What follows belongs to an exercise in optimizing a design on an open flow for small area and a short achievable clock period; a production flow would make more cautious choices.
In this exercise RTL edits were held to simulation tests only and were not proved equivalent to the original.
Power figures rest on the tool's default switching activity, not on a simulated workload.

===== design/flow/run.sh =====
#!/bin/bash
# synth_recipe.tcl (not shown) runs the flow's synth.tcl, then flattens the netlist and writes it again
# the make line also repeats each setting of config.mk as NAME=value (left out here)
make -C /OpenROAD-flow-scripts/flow DESIGN_CONFIG=/design/flow/config.mk WORK_HOME=/design/flow/orfs CLKGATE_MAP_FILE= SYNTH_SCRIPT=/design/flow/synth_recipe.tcl finish

===== design/flow/config.mk =====
export PLATFORM = sky130hd
export DESIGN_NAME = sprUnitTop
export DESIGN_NICKNAME = sprUnitTop
export VERILOG_FILES = /design/flow/design.v
export SDC_FILE = /design/flow/constraint.sdc
export NUM_CORES = 4
export LEC_CHECK = 0
export CAP_MARGIN = 20
export CORE_MARGIN = 2
export CORE_UTILIZATION = 40
export SETUP_SLACK_MARGIN = 0.3
export SLEW_MARGIN = 20

===== design/flow/constraint.sdc =====
create_clock -name core_clock -period 5.5 [get_ports {CB}]
set_input_delay 1.1000 -clock core_clock [delete_from_list [all_inputs] [get_ports {CB}]]
set_output_delay 1.1000 -clock core_clock [all_outputs]
set_load 0.01 [all_outputs]

===== design/flow/design.v =====
package sprPkg;
  typedef union packed {
    logic [32-1:0] data;
    struct packed {
      logic [30-1:0]          word;
      logic [32-30-1:0] pad;
    } addr;
  } sprWordU;
  typedef struct packed {
    logic                  mtspr;
    logic                  mfspr;
    logic [10-1:0] sprf;
    logic                  branchAndLink;
    logic                  bcDecr;
    sprWordU               data;
  } exeOpT;
  typedef struct packed {
    logic swap01;
    logic swap23;
    logic swapEnable;
    logic wbRfci;
  } exceptT;
  typedef struct packed {
    logic                   lr;
    logic                   ctr;
    logic                   ctrDecr;
    logic                   evpr;
    logic [8-1:0] sprg;
    logic                   srr0;
    logic                   srr2;
    logic [1:0]             srrSwap;
  } sprWrEnT;
  typedef enum logic [3:0] {
    rdBypass = 4'd0,
    rdCr     = 4'd1,
    rdLr     = 4'd2,
    rdCtr    = 4'd3,
    rdEvpr   = 4'd4,
    rdSprg0  = 4'd8,
    rdSprg1  = 4'd9,
    rdSprg2  = 4'd10,
    rdSprg3  = 4'd11,
    rdSprg4  = 4'd12,
    rdSprg5  = 4'd13,
    rdSprg6  = 4'd14,
    rdSprg7  = 4'd15,
    rdSrr0   = 4'd5,
    rdSrr2   = 4'd6
  } sprRdSrcE;
endpackage
`timescale 1ns/1ps
module sprDecode (
  input  sprPkg::exeOpT    exeOp,
  input  sprPkg::exceptT   exception,
  input  logic             sprHold,
  output sprPkg::sprWrEnT  wrEn,
  output sprPkg::sprRdSrcE rdSrc,
  output logic             exeMtLr,
  output logic             exeMtCtr
);
  localparam int SprgIdxW = $clog2(8);
  logic [10-1:0] sprn;
  logic                   crSel, lrSel, ctrSel, evprSel, srr0Sel, srr2Sel;
  logic                   sprgSel, sprgRoSel;
  logic                   mtOk;
  logic [SprgIdxW-1:0]    rdIdx;
  assign sprn = {exeOp.sprf[4:0], exeOp.sprf[9:5]};
  assign crSel   = (sprn == 10'h000);
  assign lrSel   = (sprn == 10'h008);
  assign ctrSel  = (sprn == 10'h009);
  assign evprSel = (sprn == 10'h3D6);
  assign srr0Sel = (sprn == 10'h01A);
  assign srr2Sel = (sprn == 10'h3DE);
  assign sprgSel = (sprn >= 10'h110) &&
                   (sprn < 10'h110 + 8);
  assign sprgRoSel = (sprn >= 10'h104) &&
                     (sprn < 10'h104 + 8 / 2);
  assign rdIdx = sprgSel ? sprn[SprgIdxW-1:0] : {1'b1, sprn[SprgIdxW-2:0]};
  assign mtOk = exeOp.mtspr & ~sprHold;
  always_comb begin
    wrEn = '0;
    wrEn.lr      = ~sprHold & (exeOp.branchAndLink | (exeOp.mtspr & lrSel));
    wrEn.ctr     = mtOk & ctrSel;
    wrEn.ctrDecr = ~sprHold & exeOp.bcDecr;
    wrEn.evpr    = mtOk & evprSel;
    if (mtOk && sprgSel) begin
      wrEn.sprg[sprn[SprgIdxW-1:0]] = 1'b1;
    end
    wrEn.srr0 = mtOk & srr0Sel;
    wrEn.srr2 = mtOk & srr2Sel;
    wrEn.srrSwap[0] = exception.swap01 & exception.swapEnable;
    wrEn.srrSwap[1] = exception.swap23 & exception.swapEnable;
  end
  always_comb begin
    rdSrc = sprPkg::rdBypass;
    if (exeOp.mfspr) begin
      if (crSel) begin
        rdSrc = sprPkg::rdCr;
      end else if (lrSel) begin
        rdSrc = sprPkg::rdLr;
      end else if (ctrSel) begin
        rdSrc = sprPkg::rdCtr;
      end else if (evprSel) begin
        rdSrc = sprPkg::rdEvpr;
      end else if (srr0Sel) begin
        rdSrc = sprPkg::rdSrr0;
      end else if (srr2Sel) begin
        rdSrc = sprPkg::rdSrr2;
      end else if (sprgSel || sprgRoSel) begin
        rdSrc = sprPkg::sprRdSrcE'({1'b1, rdIdx});
      end
    end
  end
  assign exeMtLr  = exeOp.mtspr & lrSel;
  assign exeMtCtr = exeOp.mtspr & ctrSel;
endmodule
`timescale 1ns/1ps
module branchRegs (
  input  logic                      CB,
  input  logic                      rstN,
  input  sprPkg::sprWrEnT           wrEn,
  input  sprPkg::exeOpT             exeOp,
  output logic [32-1:0]     link,
  output logic [32-1:0]     ctr,
  output logic                      ctrEq1,
  output logic                      ctrEq2
);
  logic [30-1:0] linkInc;
  logic [32-1:0]      linkNext;
  logic [32-1:0]      ctrNext;
  logic                       ctrUpd;
  assign linkInc = exeOp.data.addr.word + 1'b1;
  assign linkNext = exeOp.branchAndLink ? {linkInc, 2'b00} : exeOp.data.data;
  assign ctrNext = wrEn.ctrDecr ? ctr - 1'b1 : exeOp.data.data;
  assign ctrUpd  = wrEn.ctr | wrEn.ctrDecr;
  always_ff @(posedge CB) begin
    if (!rstN) begin
      link <= '0;
    end else if (wrEn.lr) begin
      link <= linkNext;
    end
  end
  always_ff @(posedge CB) begin
    if (!rstN) begin
      ctr    <= 32'hFFFF_FFFF;
      ctrEq1 <= 1'b0;
      ctrEq2 <= 1'b0;
    end else if (ctrUpd) begin
      ctr    <= ctrNext;
      ctrEq1 <= (ctrNext == 32'd1);
      ctrEq2 <= (ctrNext == 32'd2);
    end
  end
endmodule
`timescale 1ns/1ps
module generalSprs (
  input  logic                                    CB,
  input  logic                                    rstN,
  input  sprPkg::sprWrEnT                         wrEn,
  input  sprPkg::sprWordU                         writeData,
  output logic [8-1:0][32-1:0]  sprg
);
  for (genvar i = 0; i < 8; i++) begin : gSprg
    always_ff @(posedge CB) begin
      if (!rstN) begin
        sprg[i] <= '0;
      end else if (wrEn.sprg[i]) begin
        sprg[i] <= writeData.data;
      end
    end
  end
endmodule
`timescale 1ns/1ps
module exceptionRegs (
  input  logic                       CB,
  input  logic                       rstN,
  input  sprPkg::sprWrEnT            wrEn,
  input  sprPkg::sprWordU            writeData,
  input  logic [30-1:0] refetchAddr,
  input  logic                       wbRfci,
  input  logic                       srr2Read,
  output logic [16-1:0]     evpr,
  output logic [30-1:0] srr0,
  output logic [30-1:0] srr2,
  output logic [30-1:0] returnAddr
);
  logic [1:0]                       srrMt;
  logic [1:0][30-1:0]  srrQ;
  always_ff @(posedge CB) begin
    if (!rstN) begin
      evpr <= '0;
    end else if (wrEn.evpr) begin
      evpr <= writeData.data[32-1 -: 16];
    end
  end
  assign srrMt = {wrEn.srr2, wrEn.srr0};
  for (genvar i = 0; i < 2; i++) begin : gSrr
    always_ff @(posedge CB) begin
      if (!rstN) begin
        srrQ[i] <= '0;
      end else if (wrEn.srrSwap[i]) begin
        srrQ[i] <= refetchAddr;
      end else if (srrMt[i]) begin
        srrQ[i] <= writeData.addr.word;
      end
    end
  end
  assign srr0 = srrQ[0];
  assign srr2 = srrQ[1];
  assign returnAddr = (wbRfci | srr2Read) ? srr2 : srr0;
endmodule
`timescale 1ns/1ps
module sprReadMux (
  input  sprPkg::sprRdSrcE                        rdSrc,
  input  sprPkg::sprWordU                         writeData,
  input  logic [32-1:0]                   crIn,
  input  logic [32-1:0]                   link,
  input  logic [32-1:0]                   ctr,
  input  logic [16-1:0]                  evpr,
  input  logic [8-1:0][32-1:0]  sprg,
  input  logic [30-1:0]              srr0,
  input  logic [30-1:0]              srr2,
  output sprPkg::sprWordU                         readData
);
  always_comb begin
    readData = writeData;
    if (rdSrc[3]) begin
      readData.data = sprg[rdSrc[2:0]];
    end else begin
      case (rdSrc)
        sprPkg::rdCr:   readData.data = crIn;
        sprPkg::rdLr:   readData.data = link;
        sprPkg::rdCtr:  readData.data = ctr;
        sprPkg::rdEvpr: readData.data = {evpr, {(32-16){1'b0}}};
        sprPkg::rdSrr0: begin
          readData.addr.word = srr0;
          readData.addr.pad  = '0;
        end
        sprPkg::rdSrr2: begin
          readData.addr.word = srr2;
          readData.addr.pad  = '0;
        end
        default:        readData = writeData;
      endcase
    end
  end
endmodule
`timescale 1ns/1ps
module sprUnit (
  input  logic                       CB,
  input  logic                       rstN,
  input  sprPkg::exeOpT              exeOp,
  input  sprPkg::exceptT             exception,
  input  logic                       sprHold,
  input  logic [30-1:0] refetchAddr,
  input  logic [32-1:0]      crIn,
  output sprPkg::sprWordU            readData,
  output logic [32-1:0]      link,
  output logic [32-1:0]      ctr,
  output logic                       ctrEq1,
  output logic                       ctrEq2,
  output logic [16-1:0]     evpr,
  output logic [30-1:0] returnAddr,
  output logic                       exeMtLr,
  output logic                       exeMtCtr
);
  sprPkg::sprWrEnT                        wrEn;
  sprPkg::sprRdSrcE                       rdSrc;
  logic [8-1:0][32-1:0] sprg;
  logic [30-1:0]             srr0;
  logic [30-1:0]             srr2;
  logic                                   srr2Read;
  assign srr2Read = (rdSrc == sprPkg::rdSrr2);
  sprDecode sprDecode_i (
    .exeOp(exeOp), .exception(exception), .sprHold(sprHold),
    .wrEn(wrEn), .rdSrc(rdSrc), .exeMtLr(exeMtLr), .exeMtCtr(exeMtCtr)
  );
  branchRegs branchRegs_i (
    .CB(CB), .rstN(rstN), .wrEn(wrEn), .exeOp(exeOp),
    .link(link), .ctr(ctr), .ctrEq1(ctrEq1), .ctrEq2(ctrEq2)
  );
  generalSprs generalSprs_i (
    .CB(CB), .rstN(rstN), .wrEn(wrEn), .writeData(exeOp.data), .sprg(sprg)
  );
  exceptionRegs exceptionRegs_i (
    .CB(CB), .rstN(rstN), .wrEn(wrEn), .writeData(exeOp.data),
    .refetchAddr(refetchAddr), .wbRfci(exception.wbRfci), .srr2Read(srr2Read),
    .evpr(evpr), .srr0(srr0), .srr2(srr2), .returnAddr(returnAddr)
  );
  sprReadMux sprReadMux_i (
    .rdSrc(rdSrc), .writeData(exeOp.data), .crIn(crIn), .link(link),
    .ctr(ctr), .evpr(evpr), .sprg(sprg), .srr0(srr0), .srr2(srr2),
    .readData(readData)
  );
endmodule
`timescale 1ns/1ps
module sprUnitTop (
  input  logic                       CB,
  input  logic                       rstN,
  input  logic                       exeMtspr,
  input  logic                       exeMfspr,
  input  logic [10-1:0]     exeSprf,
  input  logic                       exeBranchAndLink,
  input  logic                       exeBcDecr,
  input  logic [32-1:0]      exeData,
  input  logic                       excSwap01,
  input  logic                       excSwap23,
  input  logic                       excSwapEnable,
  input  logic                       excWbRfci,
  input  logic                       sprHold,
  input  logic [30-1:0] refetchAddr,
  input  logic [32-1:0]      crIn,
  output logic [32-1:0]      readData,
  output logic [32-1:0]      link,
  output logic [32-1:0]      ctr,
  output logic                       ctrEq1,
  output logic                       ctrEq2,
  output logic [16-1:0]     evpr,
  output logic [30-1:0] returnAddr,
  output logic                       exeMtLr,
  output logic                       exeMtCtr
);
  sprPkg::exeOpT   exeOp;
  sprPkg::exceptT  exception;
  sprPkg::sprWordU readWord;
  assign exeOp.mtspr         = exeMtspr;
  assign exeOp.mfspr         = exeMfspr;
  assign exeOp.sprf          = exeSprf;
  assign exeOp.branchAndLink = exeBranchAndLink;
  assign exeOp.bcDecr        = exeBcDecr;
  assign exeOp.data.data     = exeData;
  assign exception.swap01     = excSwap01;
  assign exception.swap23     = excSwap23;
  assign exception.swapEnable = excSwapEnable;
  assign exception.wbRfci     = excWbRfci;
  assign readData = readWord.data;
  sprUnit sprUnit_i (
    .CB(CB), .rstN(rstN), .exeOp(exeOp), .exception(exception), .sprHold(sprHold),
    .refetchAddr(refetchAddr), .crIn(crIn), .readData(readWord), .link(link),
    .ctr(ctr), .ctrEq1(ctrEq1), .ctrEq2(ctrEq2), .evpr(evpr),
    .returnAddr(returnAddr), .exeMtLr(exeMtLr), .exeMtCtr(exeMtCtr)
  );
endmodule

==> summary.txt <==
## layout make-up
type / instances / area share, %
Clock buffer: 67 / 4.86
Clock inverter: 13 / 0.435
Inverter: 12 / 0.192
Multi-Input combinational cell: 2042 / 44.3
Sequential cell: 398 / 29.2
Tap cell: 680 / 3.11
Timing Repair Buffer: 518 / 17.9
## worst max-delay path, cell delays in order
cell	delay [ns]
buf_2	0.11
or4_4	0.55
buf_6	0.14
buf_6	0.11
nor3_1	0.38
and3_2	0.37
buf_4	0.27
a221o_1	0.24
a2111oi_4	0.07
buf_4	0.16
a2111oi_4	0.39
buf_2	0.21
## power groups by stage
stage	Clock, mW	Combinational [mW]	Sequential (mW)
2_1_floorplan	0	0.367	3.06
3_3_place_gp	0	0.795	3.08
3_5_place_dp	0	0.804	3.08
4_1_cts	3.02	0.816	3.02
5_1_grt	3.13	0.875	3.03
6_report	2.99	0.831	3.03
## synth_stat cells, drive strengths merged (4+ instances only)
library cell	count
nor4	16
a21o	17
mux2	43
buf	28
and3	12
mux4	12
or3	9
o21ai	91
or4	13
a31oi	15
mux2i	66
a221o	27
inv	12
nor2	153
nor3	22
xor2	23
o22ai	45
nand2	726
nor3b	4
a21oi	328
nand2b	8
a221oi	56
o211ai	21
a22oi	16
nand4	17
a31o	6
nor2b	5
and4	8
a2111oi	4
nand3	100
ha	6
and2	13
nand3b	5
o31ai	7
clkbuf	252
xnor2	13
or2	6
dfxtp	398
a311oi	60
a211oi	30
o21a	5
## routing by layer
metal | track usage (%) | share of wire (%)
met4 | 19.7 | 6.5
met2 | 50.4 | 44
met5 | 0 | 0.014
met1 | 41.6 | 41
met3 | 5.40 | 8.7
## cells by family after synthesis
logic type                 synth area share, %
muxes                                     6.89
adders and majority gates                0.365
and+or+nand+nor                           23.3
AOI/OAI and AO/OA                         23.5
DFF                                       38.8
xor gates and xnor gates                  1.53
buffers and inverters                     5.65
## repair_timing
| item | 4_1_cts | 5_1_grt |
|---|---|---|
| pin swaps | 30 | 18 |
| gates resized for setup | 245 | 49 |
| gates cloned | 3 | 0 |
| buffers inserted | 11 | 4 |
| endpoints found under the setup margin | 62 | 36 |
## registers in the layout (all words and copies together), names as in the netlist
| name | flops |
|---|---|
| sprUnit_i.generalSprs_i.sprg | 256 |
| sprUnit_i.exceptionRegs_i.srrQ | 60 |
| sprUnit_i.branchRegs_i.ctr | 32 |
| sprUnit_i.branchRegs_i.link | 32 |
| sprUnit_i.exceptionRegs_i.evpr | 16 |
| sprUnit_i.branchRegs_i.ctrEq1 | 1 |
| sprUnit_i.branchRegs_i.ctrEq2 | 1 |
## stage by stage
step                cell area (µm²)  setup slack [ns]  hold slack [ns]
detailed placement            25100            -0.491            0.443
global placement              25100            -0.483            0.435
finish                        27300             0.294            0.450
floorplan                     20500             0.752            0.427
CTS                           27200             0.305            0.452
global route                  27300             0.250            0.466
## path summary, 6_finish.rpt
check / endpoint / cells past startpoint / startpoint / slack (ns)
min reg2reg: sprUnit_i.generalSprs_i.sprg[89] / 2 / sprUnit_i.generalSprs_i.sprg[89] / 0.45
min: sprUnit_i.generalSprs_i.sprg[89] / 2 / sprUnit_i.generalSprs_i.sprg[89] / 0.45
max reg2reg: sprUnit_i.branchRegs_i.ctrEq2 / 9 / sprUnit_i.branchRegs_i.ctr[0] / 1.83
max: readData[7] / 12 / exeSprf[2] / 0.29
==> results.sh <==
export IMPL_grt_max_degree=238
export IMPL_finalSetupTns_ns=0
export IMPL_dieWidth_um=231
export IMPL_die_y_um=231
export IMPL_antenna_found_initial=1
export IMPL_area_delta_synth_final_pct=33.0
export IMPL_fin_crit_ns=5.21
export IMPL_combPwrFrac_pct=12.1
export IMPL_routed_wl_um=88800
export IMPL_place_inst=3632
export IMPL_drt_vias_per_instance=6.08
export IMPL_num_vias=22700
export IMPL_finalPower_mw=6.85
export IMPL_synth_area_leaders="dfxtp_1 39%, nand2_1 13%, a21oi_1 8.0%"
export IMPL_grt_pass1_wl_um=133000
export IMPL_tightest_slew_ns=1.13
export IMPL_required_ns=4.40
export IMPL_synth_area_um2=20500
export IMPL_synth_largest_area_cell="dfxtp_1"
export IMPL_synthArstFlopShare_pct=0
export IMPL_path_class="input pin to primary output"
export IMPL_ys_ff_latch=398
export IMPL_p_int_mw=5.02
export IMPL_synth_area_per_cell_um2=7.52
export IMPL_yosys_warnings=5
export IMPL_cts_tree="yes"
export IMPL_hold_path_class="register to register"
export IMPL_fmax_mhz=192
export IMPL_clk_latency_ns=0.59
export IMPL_core_um2=51000
export IMPL_swShare_pct=26.7
export IMPL_postSynthCellCount=2732
export IMPL_filler_cell_count=4720
export IMPL_layout_nets=3138
export IMPL_start_util_pct=40.3
export IMPL_peakVddDrop_v=0.000230
export IMPL_cap_violations=0
export IMPL_dp_hpwl_um=59900
export IMPL_io_buffers=260
export IMPL_gp_congestion=0.965
export IMPL_drive_gt1_share_pct=17.7
export IMPL_rsz0062_at_grt="yes"
export IMPL_multi_input_comb_area_um2=12100
export IMPL_maxSlewViolCount=0
export IMPL_fin_skew_ns=0.00814
export IMPL_io_pins=261
export IMPL_layout_common_cells="725 x nand2_1, 398 x dfxtp_1, 325 x a21oi_1"
export IMPL_hold_viol_final=0
export IMPL_power_density_nw_per_um2=251
export IMPL_grt_remaining_overflow=0
export IMPL_synth_edf_count=0
export IMPL_run_status="finished clean"
export IMPL_die_area_um2=53200
export IMPL_pwr_share_seq_pct=44.2
export IMPL_remaining_drc_errors=0
export IMPL_layout_commonest_cell="nand2_1"
export IMPL_avgRoutedWirePerCell_um=23.8
export IMPL_cts_buffers=45
export IMPL_cts_max_level=2
export IMPL_start_kind="input pin"
export IMPL_syn_nets=2853
export IMPL_grt_pass1_vias=21900
export IMPL_rows=83
export IMPL_drtAntennaViolNets=0
export IMPL_clk_pin_slew_worst_paths_ns=0.06
export IMPL_antenna_cells=0
export IMPL_finalSetupViolCount=0
export IMPL_crit_path_end_kind="primary output"
export IMPL_dr_pass1_iters=6
export IMPL_utilization_pct=53.6
export IMPL_synth_distinct_cells=80
export IMPL_cp_max_fo=16
export IMPL_yosysSeqAreaShare_pct=38.8
export IMPL_synth_ff_type="dfxtp_1"
export IMPL_track_usage_pct=32.2
export IMPL_seq_area_um2=7970
export IMPL_cts_hold_buffers=0
export IMPL_yosysTopAreaCellShare_pct=38.8
export IMPL_clock_sinks=398
export IMPL_max_slew_margin_pct=24.5
export IMPL_drt_iter0_drc=2497
export IMPL_clkPwrFrac_pct=43.7
export IMPL_cp_data_arrival_time_ns=4.11
export IMPL_leakagePower_nw=9.34
export IMPL_cts_root_buf="clkbuf_16"
export IMPL_cts_buffer_depth=3
export IMPL_power_switching_mw=1.83
export IMPL_instances_no_fill=3730
export IMPL_finalCritPeriodShare_pct=94.7

[afterwards: timing with drivers on the ports]
How much do the figures lean on ideal ports? The routed layout below was timed once more, with nothing changed but the port constraints. Step 1: set_driving_cell puts a clkbuf_16 on CB and a buf_2 on each other input, an assumption about the parent block. Step 2 also shifts input and output timing later by t, the mid clock arrival at the registers, as if the neighbouring blocks saw the same clock. Slacks: no drivers / after step 1 / after step 2; pairs: no drivers / after step 1.
t, ns: 0.655
slack for setup (ns): 0.294 / 0.270 / 0.270
worst setup path at the end: input to output
worst data-port slew with drivers (ns): 0.14
cell pins on the clock port's net: 1
After both steps this run still meets setup and hold. For this run, drivers alone change the setup slack by -0.024 ns; drivers and shift together by -0.024 ns.
